Context: an optimization exercise on an open-source flow, tuned for small area, a short achievable clock period and few clock cycles per item. The choices shown serve that exercise and are no tape-out recipe. Only simulation tests tie the RTL to the original design; equivalence was not proved.

<file path="flow/config.mk">
export PLATFORM = sky130hd
export DESIGN_NAME = quantized_matvec_accumulator
export DESIGN_NICKNAME = quantized_matvec_accumulator
export VERILOG_FILES = /design/flow/design.v
export SDC_FILE = /design/flow/constraint.sdc
export NUM_CORES = 4
export LEC_CHECK = 0
export CAP_MARGIN = 20
export CORE_MARGIN = 2
export CORE_UTILIZATION = 40
export SLEW_MARGIN = 20
</file>
<file path="flow/constraint.sdc">
create_clock -name core_clock -period 11.5 [get_ports {clock}]
set_input_delay 2.3000 -clock core_clock [delete_from_list [all_inputs] [get_ports {clock}]]
set_output_delay 2.3000 -clock core_clock [all_outputs]
set_load 0.01 [all_outputs]
</file>
<file path="flow/design.v">
package qmva_pkg;
   localparam int LEN_W    = 12;    
   localparam int NB_W     = 8;     
   localparam int NR_W     = 12;    
   localparam int START_W  = 12;
   localparam int STRIDE_W = 13;
   localparam int ACC_W   = 44;     
   localparam int HI_W    = 43;     
   localparam int INDEX_W = 20;
   localparam int WROW_W  = 13;
   typedef struct packed {
      logic [1:0]          fmt;
      logic [LEN_W-1:0]    lenm1;
      logic [NB_W-1:0]     nbm1;
      logic [NR_W-1:0]     nrm1;
      logic [START_W-1:0]  out_start;
      logic [STRIDE_W-1:0] out_stride;
      logic                scales_present;
   } cfg_type;
endpackage
module qmva_csr (
   input  logic                clock,
   input  logic                reset,
   input  logic                csr_we,
   input  logic [2:0]          csr_index,
   input  logic [12:0]         csr_wdata,
   output qmva_pkg::cfg_type   cfg,
   output logic                stride_we
);
   qmva_pkg::cfg_type cfg_ff;
   function automatic logic [11:0] clamp12(input logic [12:0] v);
      if (v[12])
         clamp12 = 12'hfff;
      else if (v[11:0] == 12'd0)
         clamp12 = 12'd0;
      else
         clamp12 = v[11:0] - 12'd1;
   endfunction
   function automatic logic [7:0] clamp8(input logic [8:0] v);
      if (v[8])
         clamp8 = 8'hff;
      else if (v[7:0] == 8'd0)
         clamp8 = 8'd0;
      else
         clamp8 = v[7:0] - 8'd1;
   endfunction
   always_ff @(posedge clock) begin
      if (reset) begin
         cfg_ff.fmt            <= 2'd0;
         cfg_ff.lenm1          <= '0;
         cfg_ff.nbm1           <= '0;
         cfg_ff.nrm1           <= '0;
         cfg_ff.out_start      <= '0;
         cfg_ff.out_stride     <= 13'd1;
         cfg_ff.scales_present <= 1'b1;
      end else if (csr_we) begin
         case (csr_index)
            3'd0: cfg_ff.fmt            <= csr_wdata[1:0];
            3'd1: cfg_ff.lenm1          <= clamp12(csr_wdata);
            3'd2: cfg_ff.nbm1           <= clamp8(csr_wdata[8:0]);
            3'd3: cfg_ff.out_start      <= csr_wdata[11:0];
            3'd4: cfg_ff.nrm1           <= clamp12(csr_wdata);
            3'd5: cfg_ff.out_stride     <= csr_wdata;
            3'd6: cfg_ff.scales_present <= csr_wdata[0];
            default: ;
         endcase
      end
   end
   assign cfg       = cfg_ff;
   assign stride_we = csr_we && (csr_index == 3'd5);
endmodule
module qmva_ctrl (
   input  logic                           clock,
   input  logic                           reset,
   input  qmva_pkg::cfg_type              cfg,
   input  logic                           stride_we,
   input  logic                           req_valid,
   output logic                           req_ready,
   input  logic                           slot_busy,
   output logic                           fire,
   output logic                           last,
   output logic [1:0]                     elem_lo,
   output logic [qmva_pkg::INDEX_W-1:0]   idx_out,
   output logic [qmva_pkg::WROW_W-1:0]    wrow_out,
   output logic                           done_out
);
   logic [qmva_pkg::LEN_W-1:0]    elem_ff;
   logic [qmva_pkg::NB_W-1:0]     batch_ff;
   logic [qmva_pkg::NR_W-1:0]     row_ff;
   logic [qmva_pkg::INDEX_W-1:0]  idx_ff;
   logic                          recomp_ff;
   logic batch_last, row_last, recomp_done;
   assign last        = (elem_ff == cfg.lenm1);
   assign batch_last  = (batch_ff >= cfg.nbm1);
   assign row_last    = (row_ff >= cfg.nrm1);
   assign recomp_done = (elem_ff[qmva_pkg::NB_W-1:0] == batch_ff);
   assign req_ready = !recomp_ff && !(last && slot_busy);
   assign fire      = req_valid && req_ready;
   assign elem_lo   = elem_ff[1:0];
   assign idx_out  = idx_ff;
   assign wrow_out = qmva_pkg::WROW_W'({1'b0, cfg.out_start} + {1'b0, row_ff});
   assign done_out = batch_last && row_last;
   always_ff @(posedge clock) begin
      if (reset) begin
         elem_ff   <= '0;
         batch_ff  <= '0;
         row_ff    <= '0;
         idx_ff    <= '0;
         recomp_ff <= 1'b0;
      end else if (stride_we) begin
         elem_ff   <= '0;
         idx_ff    <= qmva_pkg::INDEX_W'(row_ff);
         recomp_ff <= 1'b1;
      end else if (recomp_ff) begin
         if (recomp_done) begin
            elem_ff   <= '0;
            recomp_ff <= 1'b0;
         end else begin
            elem_ff <= elem_ff + 1'b1;
            idx_ff  <= idx_ff + qmva_pkg::INDEX_W'(cfg.out_stride);
         end
      end else if (fire) begin
         if (last) begin
            elem_ff <= '0;
            if (batch_last) begin
               batch_ff <= '0;
               if (row_last) begin
                  row_ff <= '0;
                  idx_ff <= '0;
               end else begin
                  row_ff <= row_ff + 1'b1;
                  idx_ff <= qmva_pkg::INDEX_W'(row_ff + 1'b1);
               end
            end else begin
               batch_ff <= batch_ff + 1'b1;
               idx_ff   <= idx_ff + qmva_pkg::INDEX_W'(cfg.out_stride);
            end
         end else begin
            elem_ff <= elem_ff + 1'b1;
         end
      end
   end
endmodule
module qmva_dp (
   input  logic                           clock,
   input  logic                           reset,
   input  qmva_pkg::cfg_type              cfg,
   input  logic                           fire,
   input  logic                           last,
   input  logic [1:0]                     elem_lo,
   input  logic signed [15:0]             activation,
   input  logic [15:0]                    weight_word,
   input  logic signed [15:0]             weight_scale,
   input  logic [qmva_pkg::INDEX_W-1:0]   idx_in,
   input  logic [qmva_pkg::WROW_W-1:0]    wrow_in,
   input  logic                           done_in,
   output logic                           slot_busy,
   output logic                           rsp_valid,
   input  logic                           rsp_ready,
   output logic signed [31:0]             rsp_dot_result,
   output logic [qmva_pkg::INDEX_W-1:0]   rsp_result_index,
   output logic [qmva_pkg::WROW_W-1:0]    rsp_weight_row,
   output logic                           rsp_saturated,
   output logic                           rsp_job_done
);
   localparam int AW = qmva_pkg::ACC_W;
   localparam int HW = qmva_pkg::HI_W;
   logic signed [15:0]   act_ff;
   logic signed [15:0]   w_ff;
   logic                 v1_ff, first1_ff, last1_ff;
   logic signed [31:0]   prod_ff;
   logic                 v2_ff, first2_ff, last2_ff;
   logic signed [AW-1:0] acc_ff;
   logic signed [AW-1:0] x_ff;
   logic [16:0]          c_ff;
   logic signed [HW-1:0] h_ff;
   logic [3:0]           lo_ff;
   logic [2:0]           cnt_ff;
   logic                 run_ff, busy_ff, valid_ff;
   logic [qmva_pkg::INDEX_W-1:0] idx_ff;
   logic [qmva_pkg::WROW_W-1:0]  wrow_ff;
   logic                 done_ff;
   logic                 first_elem_ff;
   logic signed [15:0] wval;
   logic [3:0]         nib;
   logic [1:0]         crumb;
   always_comb begin
      nib = elem_lo[0] ? weight_word[7:4] : weight_word[3:0];
      case (elem_lo)
         2'd0:    crumb = weight_word[1:0];
         2'd1:    crumb = weight_word[3:2];
         2'd2:    crumb = weight_word[5:4];
         default: crumb = weight_word[7:6];
      endcase
      case (cfg.fmt)
         2'd0:    wval = $signed(weight_word);
         2'd1:    wval = $signed({{8{weight_word[7]}}, weight_word[7:0]});
         2'd2:    wval = $signed({12'b0, nib}) - 16'sd8;
         default: wval = $signed({14'b0, crumb}) - 16'sd2;
      endcase
   end
   logic signed [15:0] m_in;
   always_comb begin
      if (cfg.fmt == 2'd0)
         m_in = 16'sd1;
      else if (cfg.scales_present)
         m_in = weight_scale;
      else
         m_in = 16'sd4096;
   end
   logic signed [AW-1:0] sum;
   assign sum = (first2_ff ? AW'(0) : acc_ff) + {{(AW-32){prod_ff[31]}}, prod_ff};
   logic                 bneg, bone, btwo;
   logic signed [AW:0]   bsel;
   logic signed [HW-1:0] hop;
   logic                 rneg;
   logic [HW+2:0]        tsum;       
   logic signed [HW+1:0] t;
   assign bneg = c_ff[2];
   assign bone = c_ff[1] ^ c_ff[0];
   assign btwo = (c_ff[2] & ~c_ff[1] & ~c_ff[0]) | (~c_ff[2] & c_ff[1] & c_ff[0]);
   assign bsel = btwo ? {x_ff, 1'b0} : (bone ? {x_ff[AW-1], x_ff} : '0);
   assign rneg = x_ff[AW-1] ^ c_ff[16];
   assign hop  = (cnt_ff == 3'd0) ? HW'({~rneg, {11{rneg}}}) : h_ff;
   assign tsum = {hop[HW-1], hop[HW-1], hop, 1'b1}
               + ({bsel, 1'b0} ^ {(HW+3){bneg}});
   assign t    = tsum[HW+2:1];
   always_ff @(posedge clock) begin
      if (reset) begin
         v1_ff         <= 1'b0;
         v2_ff         <= 1'b0;
         first_elem_ff <= 1'b1;
         run_ff        <= 1'b0;
         busy_ff       <= 1'b0;
         valid_ff      <= 1'b0;
         cnt_ff        <= '0;
      end else begin
         v1_ff <= fire;
         v2_ff <= v1_ff;
         if (fire)
            first_elem_ff <= last;
         if (fire && last)
            busy_ff <= 1'b1;
         else if (valid_ff && rsp_ready)
            busy_ff <= 1'b0;
         if (v2_ff && last2_ff) begin
            run_ff <= 1'b1;
            cnt_ff <= '0;
         end else if (run_ff) begin
            cnt_ff <= cnt_ff + 1'b1;
            if (cnt_ff == 3'd7)
               run_ff <= 1'b0;
         end
         if (run_ff && cnt_ff == 3'd7)
            valid_ff <= 1'b1;
         else if (rsp_ready)
            valid_ff <= 1'b0;
      end
   end
   always_ff @(posedge clock) begin
      if (fire) begin
         act_ff    <= activation;
         w_ff      <= wval;
         first1_ff <= first_elem_ff;
         last1_ff  <= last;
      end
      if (v1_ff) begin
         prod_ff   <= act_ff * w_ff;
         first2_ff <= first1_ff;
         last2_ff  <= last1_ff;
      end
      if (v2_ff)
         acc_ff <= sum;
      if (v2_ff && last2_ff)
         x_ff <= sum;
      if (fire && last) begin
         c_ff    <= {m_in, 1'b0};
         idx_ff  <= idx_in;
         wrow_ff <= wrow_in;
         done_ff <= done_in;
      end else if (run_ff) begin
         c_ff <= {2'b00, c_ff[16:2]};
      end
      if (run_ff) begin
         h_ff  <= t[HW+1:2];
         lo_ff <= {t[1:0], lo_ff[3:2]};
      end
   end
   logic inrange;
   assign inrange = (h_ff[HW-1:27] == '0) || (h_ff[HW-1:27] == '1);
   assign slot_busy        = busy_ff;
   assign rsp_valid        = valid_ff;
   assign rsp_dot_result   = inrange ? {h_ff[27:0], lo_ff}
                                     : (h_ff[HW-1] ? 32'sh80000000 : 32'sh7fffffff);
   assign rsp_saturated    = !inrange;
   assign rsp_result_index = idx_ff;
   assign rsp_weight_row   = wrow_ff;
   assign rsp_job_done     = done_ff;
endmodule
module quantized_matvec_accumulator (
   input  logic                             clock,
   input  logic                             reset,
   input  logic                             req_valid,
   output logic                             req_ready,
   input  logic signed [15:0]               req_activation,
   input  logic [15:0]                      req_weight_word,
   input  logic signed [15:0]               req_weight_scale,
   output logic                             rsp_valid,
   input  logic                             rsp_ready,
   output logic signed [31:0]               rsp_dot_result,
   output logic [19:0]                      rsp_result_index,
   output logic [12:0]                      rsp_weight_row,
   output logic                             rsp_saturated,
   output logic                             rsp_job_done,
   input  logic                             csr_we,
   input  logic [2:0]                       csr_index,
   input  logic [12:0]                      csr_wdata
);
   qmva_pkg::cfg_type             cfg;
   logic                          stride_we;
   logic                          slot_busy, fire, last;
   logic [1:0]                    elem_lo;
   logic [qmva_pkg::INDEX_W-1:0]  idx;
   logic [qmva_pkg::WROW_W-1:0]   wrow;
   logic                          done;
   qmva_csr u_csr (
      .clock     (clock),
      .reset     (reset),
      .csr_we    (csr_we),
      .csr_index (csr_index),
      .csr_wdata (csr_wdata),
      .cfg       (cfg),
      .stride_we (stride_we)
   );
   qmva_ctrl u_ctrl (
      .clock     (clock),
      .reset     (reset),
      .cfg       (cfg),
      .stride_we (stride_we),
      .req_valid (req_valid),
      .req_ready (req_ready),
      .slot_busy (slot_busy),
      .fire      (fire),
      .last      (last),
      .elem_lo   (elem_lo),
      .idx_out   (idx),
      .wrow_out  (wrow),
      .done_out  (done)
   );
   qmva_dp u_dp (
      .clock            (clock),
      .reset            (reset),
      .cfg              (cfg),
      .fire             (fire),
      .last             (last),
      .elem_lo          (elem_lo),
      .activation       (req_activation),
      .weight_word      (req_weight_word),
      .weight_scale     (req_weight_scale),
      .idx_in           (idx),
      .wrow_in          (wrow),
      .done_in          (done),
      .slot_busy        (slot_busy),
      .rsp_valid        (rsp_valid),
      .rsp_ready        (rsp_ready),
      .rsp_dot_result   (rsp_dot_result),
      .rsp_result_index (rsp_result_index),
      .rsp_weight_row   (rsp_weight_row),
      .rsp_saturated    (rsp_saturated),
      .rsp_job_done     (rsp_job_done)
   );
endmodule
</file>
<file path="flow/run.sh">
#!/bin/bash
# synth_recipe.tcl (not shown) runs the flow's synth.tcl, then flattens the netlist and writes it again
# the make line also repeats each setting of config.mk as NAME=value (left out here)
make -C /OpenROAD-flow-scripts/flow DESIGN_CONFIG=/design/flow/config.mk WORK_HOME=/design/flow/orfs CLKGATE_MAP_FILE= SYNTH_SCRIPT=/design/flow/synth_recipe.tcl finish
</file>
==> results.toml <==
[status]
status = "finished clean"

[setup_path]
r2r_slack_ns = 4.77
crit_path_frequent_cell = "fa_1"
worst-path-buf-inv = 4
cp_top_family = "adder cells"
crit_type = "reg2reg"
critPathRequiredTime_ns = 11.83
end_kind = "flop"
crit_chain = "and2_1, fa_1, inv_1, fa_1, fa_1, fa_1, inv_1, fa_1, inv_1, fa_1, inv_1, ha_1, a21o_1, a21o_1, a211oi_1, o21ai_0, a2bb2oi_2, nor3_1, or3_1, a21oi_2, xnor2_1"
path_max_fanout = 16
critPathSlowestCell = "edfxtp_1"
slowest_delay_ns = 0.64
arrival_ns = 7.06
worstSetupStartpointType = "flop"

[layout]
fin_util = 0.4486
drive_above_1_share = 0.04017
area_growth_pct = 11.31
fin_nets = 4133
antenna_cells = 0
design_area_um2 = 36720
fill_cells = 7953

[clocking]
cts_resized = 0
htree_levels = 2
cts_tree = "done"
numCtsBuffers = 45
cts_setup_buffers = 0
insertion_delay_ns = 0.61
cts_hold_buf = 0
root_buffer = "clkbuf_16"
cts.clk_slew.worst_paths_ns = 0.07
cts.path.max_buffers = 3
clock-sinks = 376

[floorplan]
core_area_um2 = 81850
start_util = 0.4030
chipHeight_um = 291.2
rows = 105
die_w_um = 291.2
die_area_um2 = 84770
pin_count = 138

[synth]
ys_ff_latch = 376
synth_top_area_share = 0.2303
synth_commonest_cells = "inv_1, nand2_1, a21oi_1"
yosys_warnings = 3
synth_area_leaders = "edfxtp_1, fa_1, ha_1, dfxtp_1, a21oi_1"
synth_cells = 3545
netlist_area_um2 = 32980
syn_area_per_cell_um2 = 9.304
ys_types = 87
yosysMostFrequentCell = "inv_1"
synth_largest_area_cell = "edfxtp_1"
seq_area_frac_synth = 0.3050
synth_edf_count = 253
async_flop_share = 0
synth_nets = 4104
synthFlopType = "edfxtp_1"

[sta]
timing.fmax_mhz = 148.6
finalSetupViolations = 0
fin_worst_skew_ns = 0.04011
hold_violations = 0
rsz0062_at_grt = "no"
worst_pin_slew_ns = 1.145
drv_slew = 0
relSlewSlack = 0.2351
tns_ns = 0
hold-worst-slack_ns = 0.4143
period_share = 0.5850
finalCriticalPeriod_ns = 6.727

[route]
vias = 24990
wire_per_inst_um = 17.44
dr.pass1.iters = 7
drt_iter0_drc = 1432
drt-total-wl_mm = 81.61
avgViaCountPerCell = 5.340
ant_nets = 0
post-route-drc-count = 0

[grt]
gr-total-overflow = 0
first_global_vias = 25210
grt_max_degree = 74
antenna_found_initial = 1
grt_pass1_wl_mm = 134.3
grtUsageTotal = 0.1948

[placed_design]
hpwlAfterDp_mm = 61.33
placed_area_um2 = 35170
io_buffers = 137
gp_congestion = 0.8770

[min_path]
hold_class = "reg2reg"

[run]
drv_cap = 0
final cells by class:
cell class	count	area [um^2]	share of cell area
clock buffer	53	1186	0.03231
clock inverter	30	352.8	0.009610
inverter	382	1434	0.03905
multi-input combinational	2611	20810	0.5668
sequential	376	10070	0.2742
tap	1070	1339	0.03646
timing repair buffer	158	1526	0.04158
state kept, by name (all words and copies together), names as in the netlist, 3 cells and up:
| name | count |
|---|---|
| u_ctrl.elem_ff | 12 |
| u_dp.idx_ff | 20 |
| u_dp.h_ff | 43 |
| u_dp.lo_ff | 4 |
| u_dp.w_ff | 16 |
| u_dp.prod_ff | 32 |
| u_dp.acc_ff | 44 |
| u_dp.c_ff | 17 |
| u_dp.wrow_ff | 13 |
| u_csr.cfg_ff | 60 |
| u_dp.x_ff | 44 |
| u_dp.act_ff | 16 |
| u_ctrl.row_ff | 12 |
| u_dp.cnt_ff | 3 |
| u_ctrl.idx_ff | 20 |
| u_ctrl.batch_ff | 8 |
metal layers:
metal  routed length [um]  vias up  global-route usage
met5                    0        -                   0
met4                 2635        0             0.06192
met3                 2885      133             0.02214
met2                40430      502              0.3435
met1                35660    12140              0.2488
li1                     -    12220                   -
layout by cell type, fill, tap and decap left out, types with 7 or more instances in the layout:
cell             Yosys  layout
o211ai_1            18      18
o22ai_1             47      47
nand4_1             43      43
nand3b_1             8       8
ha_1               225     225
maj3_1              43      43
nor4_1              16      15
or3_1               13      13
a31oi_1             23      23
mux2i_1              7       7
dfxtp_1            123     120
nor3_1              55      54
and3_1              28      28
o31ai_1             51      51
nor2_1             192     192
nand2b_1            21      21
o21a_1              21      21
a21o_1              77      77
o21ai_0            117     116
o21bai_1            21      21
inv_1              380     380
clkdlybuf4s50_1      0     136
fa_1               265     265
a21oi_1            286     285
and4_1               7       7
nor2b_1            108     108
xor2_1              80      80
a21boi_0             8       8
a211o_1              9       9
clkbuf_16            0      45
nand2_1            347     347
a211oi_1            37      37
buf_4                1      22
a22o_1              13      13
xnor2_1            117     117
and2_1             165     163
nand3_1             46      46
edfxtp_1           253     253
clkinv_2             0       8
logic make-up after synthesis:
family                   synth area share
AO/OA/AOI/OAI                      0.1538
multiplexers                     0.002466
adder cells (fa/ha/maj)            0.2592
AND/OR/NAND/NOR                    0.1618
XOR/XNOR                          0.05231
buffers and inverters             0.06536
flip-flops                         0.3050
per-stage QoR:
stage / instances / worst slack [ns]
5_1_grt: 4680 / 4.414
2_1_floorplan: 3545 / 5.339
3_3_place_gp: 4597 / 4.928
4_1_cts: 4680 / 4.800
6_report: 4680 / 4.773
3_5_place_dp: 4597 / 4.817
worst paths after layout:
check | from | endpoint | cells past startpoint
max | u_dp.act_ff[5]$_DFFE_PP_ | u_dp.prod_ff[30]$_DFFE_PP_ | 21
min | u_dp.last1_ff$_DFFE_PP_ | u_dp.last2_ff$_DFFE_PP_ | 0
max reg2reg | u_dp.act_ff[5]$_DFFE_PP_ | u_dp.prod_ff[30]$_DFFE_PP_ | 21
min reg2reg | u_dp.last1_ff$_DFFE_PP_ | u_dp.last2_ff$_DFFE_PP_ | 0
worst register-to-register path, cell delays in order (launching register included):
cell       delay [ns]
edfxtp_1         0.64
and2_1           0.29
fa_1             0.54
inv_1            0.06
fa_1             0.58
fa_1             0.45
fa_1             0.50
inv_1            0.06
fa_1             0.54
inv_1            0.06
fa_1             0.53
inv_1            0.04
ha_1             0.37
a21o_1           0.21
a21o_1           0.18
a211oi_1         0.23
o21ai_0          0.16
a2bb2oi_2        0.34
nor3_1           0.09
or3_1            0.38
a21oi_2          0.16
xnor2_1          0.07
Testbench counts, summed over its fixed seeds: cycles 27,144, elements 25,630.

==> separate check: timing with driven ports <==
The results above use ideal ports. As a check the final layout listed here was re-extracted and re-timed, cells and wires unchanged.
Step 1 (the two cells are an assumption about what drives the block):
set clk [get_ports {clock}]
set_driving_cell -lib_cell sky130_fd_sc_hd__clkbuf_16 $clk
set_driving_cell -lib_cell sky130_fd_sc_hd__buf_2 [delete_from_list [all_inputs] $clk]
Step 2 adds t to the input delays and takes it off the output delays; t is the mean of the earliest and latest rising clock arrival at the registers after step 1. Input paths then give back, and output paths get back, about the clock's delay inside the block.
a / b / c = ideal ports / drivers / drivers and shift; a / b = the first two.
t, ns: 0.659
setup WS [ns]: 4.773 / 4.773 / 4.773
worst setup path at the end: register to register
worst register clock-pin slew, ns: 0.07 / 0.07
pins driven straight from the clock port: 1
After both steps setup and hold are still met in this run. The setup slack of this run moves by 0.000 ns with the drivers and by 0.000 ns with both steps.
